Source: an optimization exercise on an open RTL-to-GDS flow (aim: a short achievable clock period and few clock cycles per item). Production flows keep margins and buffers that such runs may drop.
Function was checked by simulation only, so behaviour that the tests miss may differ from the original.
The clock port is modelled as an ideal driver, which makes a skipped or thinned clock tree look cheaper than it is; a real chip needs a root buffer or a tree.
No activity file was given, so power comes from the tool's default toggle rates.

==> flow/design.v (excerpt) <==
module conv_accel_top (
    input  logic                       clk,
    input  logic                       rst,
    input  logic                       req_valid_i,
    input  logic [1:0]                 req_op_i,
    input  logic                       req_imm_i,
    input  logic [cnn_pkg::DATA_W-1:0] req_rj_i,
    input  logic [cnn_pkg::DATA_W-1:0] req_rk_i,
    output logic                       req_ready_o,
    output logic                       rsp_valid_o,
    output logic                       mem_valid_o,
    input  logic                       mem_ready_i,
    output logic [cnn_pkg::DATA_W-1:0] mem_addr_o,
    output logic                       mem_read_o,
    output logic [cnn_pkg::DATA_W-1:0] mem_wdata_o,
    input  logic                       mem_rsp_valid_i,
    input  logic [cnn_pkg::DATA_W-1:0] mem_rsp_rdata_i
);
export LEC_CHECK = 0
export ABC_CLOCK_PERIOD_IN_PS = 1500
export CAP_MARGIN = 20
export CORE_MARGIN = 2
export CORE_UTILIZATION = 55
export CTS_CLUSTER_DIAMETER = 100
export CTS_CLUSTER_SIZE = 30
export SLEW_MARGIN = 20
create_clock -name core_clock -period 10.0 [get_ports {clk}]
standard.sh (not shown) runs the stock make flow with config.mk's settings and CLKGATE_MAP_FILE= SYNTH_SCRIPT=/design/flow/synth_recipe.tcl, a recipe that flattens the netlist after the stock synthesis.
==> flow/flow/run.sh <==
#!/bin/bash
set -eo pipefail
MARGIN=7.1
bash standard.sh SETUP_SLACK_MARGIN=$MARGIN place > make_place.log 2>&1
RES=orfs/results/sky130hd/conv_accel_top/base
RES_DIR=$RES LEAFMAX=20 SETUP_MARGIN=$MARGIN \
  openroad -no_init -exit flow/cts_tree.tcl > cts_tree.log 2>&1
cp $RES/4_1_cts.odb $RES/4_cts.odb
touch $RES/4_cts.sdc
export POST_GLOBAL_ROUTE_TCL=$PWD/flow/grt_antenna.tcl
bash standard.sh SETUP_SLACK_MARGIN=$MARGIN MAX_REPAIR_ANTENNAS_ITER_DRT=12 finish > make_finish.log 2>&1
==> flow/flow/cts_tree.tcl <==
set platform $::env(FLOW_HOME)/platforms/sky130hd
set res $::env(RES_DIR)
read_liberty $platform/lib/sky130_fd_sc_hd__tt_025C_1v80.lib
read_db $res/3_place.odb
read_sdc $res/3_place.sdc
source $platform/setRC.tcl
set_dont_use [get_lib_cells {*probe_p_8 *probec_p_8 *lpflow_*}]

# Two-level clock tree: the clock port drives NROOT clkbuf_16 roots near the
# die centre; each root drives leaf clkbuf_16s, each leaf at most LEAFMAX
# flip-flop clock pins, sinks grouped by recursive median bisection.
proc ctree_split {pts nparts} {
  # pts: list of {x y iterm}; returns list of groups, split alternately by x/y
  set groups [list $pts]
  set axis 0
  while {[llength $groups] < $nparts} {
    set ng {}
    foreach g $groups {
      set s [lsort -real -index $axis $g]
      set h [expr {[llength $s] / 2}]
      lappend ng [lrange $s 0 [expr {$h - 1}]] [lrange $s $h end]
    }
    set groups $ng
    set axis [expr {1 - $axis}]
  }
  return $groups
}
proc ctree_bisect {pts maxn} {
  set n [llength $pts]
  set k [expr {($n + $maxn - 1) / $maxn}]
  if {$k <= 1} { return [list $pts] }
  set xs {}; set ys {}
  foreach p $pts { lappend xs [lindex $p 0]; lappend ys [lindex $p 1] }
  set xs [lsort -real $xs]; set ys [lsort -real $ys]
  set ax [expr {([lindex $xs end] - [lindex $xs 0]) >= ([lindex $ys end] - [lindex $ys 0]) ? 0 : 1}]
  set s [lsort -real -index $ax $pts]
  set k1 [expr {$k / 2}]
  set h [expr {($n * $k1) / $k}]
  return [concat [ctree_bisect [lrange $s 0 [expr {$h - 1}]] $maxn] [ctree_bisect [lrange $s $h end] $maxn]]
}
proc ctree_build {nroot leafmax} {
  set db [ord::get_db]
  set block [ord::get_db_block]
  set m [$db findMaster sky130_fd_sc_hd__clkbuf_16]
  set clk [$block findNet clk]
  set pts {}
  foreach it [$clk getITerms] {
    set inst [$it getInst]
    set b [$inst getBBox]
    lappend pts [list [expr {([$b xMin] + [$b xMax]) / 2.0}] [expr {([$b yMin] + [$b yMax]) / 2.0}] $it]
  }
  puts "ctree: [llength $pts] sinks"
  set die [$block getDieArea]
  set cx [expr {([$die xMin] + [$die xMax]) / 2}]
  set cy [expr {([$die yMin] + [$die yMax]) / 2}]
  set r 0
  set nleaf 0
  foreach q [ctree_split $pts $nroot] {
    set rnet [odb::dbNet_create $block "clknet_root_$r"]
    $rnet setSigType CLOCK
    set rb [odb::dbInst_create $block $m "clkbuf_root_$r"]
    # roots sit near the die centre, each nudged toward its own group
    set qx 0.0; set qy 0.0
    foreach p $q { set qx [expr {$qx + [lindex $p 0]}]; set qy [expr {$qy + [lindex $p 1]}] }
    set qx [expr {$qx / [llength $q]}]; set qy [expr {$qy / [llength $q]}]
    set rx [expr {int($cx + 0.25 * ($qx - $cx))}]
    set ry [expr {int($cy + 0.25 * ($qy - $cy))}]
    $rb setLocation $rx $ry
    $rb setPlacementStatus PLACED
    [$rb findITerm A] connect $clk
    [$rb findITerm X] connect $rnet
    foreach g [ctree_bisect $q $leafmax] {
      set lnet [odb::dbNet_create $block "clknet_leaf_$nleaf"]
      $lnet setSigType CLOCK
      set lb [odb::dbInst_create $block $m "clkbuf_leaf_$nleaf"]
      set gx 0.0; set gy 0.0
      foreach p $g { set gx [expr {$gx + [lindex $p 0]}]; set gy [expr {$gy + [lindex $p 1]}] }
      $lb setLocation [expr {int($gx / [llength $g]) - 4600}] [expr {int($gy / [llength $g]) - 1360}]
      $lb setPlacementStatus PLACED
      [$lb findITerm A] connect $rnet
      [$lb findITerm X] connect $lnet
      foreach p $g {
        set it [lindex $p 2]
        $it disconnect
        $it connect $lnet
      }
      incr nleaf
    }
    incr r
  }
  puts "ctree: $nroot roots, $nleaf leaves"
}

ctree_build 4 $::env(LEAFMAX)
detailed_placement
set_propagated_clock [all_clocks]
estimate_parasitics -placement
report_clock_latency
repair_timing -setup_margin $::env(SETUP_MARGIN) -hold_margin 0 -repair_tns 100 -verbose
detailed_placement
check_placement -verbose
estimate_parasitics -placement
report_clock_latency
report_checks -path_delay max -group_path_count 5 -format end
report_checks -path_delay min -group_path_count 5 -format end
write_db $res/4_1_cts.odb
write_sdc -no_timestamp $res/4_cts.sdc
Other scripts of this flow, unchanged in this note and not shown: flow/flow/grt_antenna.tcl
Testbench counts at the start, summed over its fixed seeds: cycles 7,410, items 2,528.
Edit:
--- a/flow/flow/run.sh
+++ b/flow/flow/run.sh
@@ -6 +6 @@
-RES_DIR=$RES LEAFMAX=20 SETUP_MARGIN=$MARGIN \
+RES_DIR=$RES LEAFMAX=16 SETUP_MARGIN=$MARGIN \
After rerunning: Flip-flop and latch count stays the same. First-iteration DRC count goes up by 2.2%. Fmax goes down by 1.6%. Total power goes up by 1.9%. Area after synthesis stays the same. Routed wire length stays flat. Final cell count hardly moves.
In every run of this note, the design's own scripts or RTL, not TritonCTS, make the clock network.

## port drivers added, routing unchanged
The flow's constraints put no driver on any port. The routed layouts listed below were extracted and timed again, unchanged, in two steps. Step 1: set_driving_cell puts a clkbuf_16 on clk and a buf_2 on each other input, an assumption about the parent block. Step 2 times the ports against the registers' clock, not the clock port: input delays grow and output delays shrink by t, the midpoint of the rising clock arrivals with the driver on. a / b / c = ideal / step 1 / step 2; a / b = the first two.
run	shift t [ns]	setup slack, ns	worst setup path at the end	slew at the worst register clock pin (ns)
the first run	0.791	6.896 / 6.741 / 6.396	input to register	0.12 / 0.12
the second run	0.833	6.844 / 6.691 / 6.355	input to register	0.10 / 0.10
After both steps setup and hold are still met in every run listed. The setup slack of the first run, which loses most, moves by -0.155 ns with the drivers and by -0.500 ns with both steps.
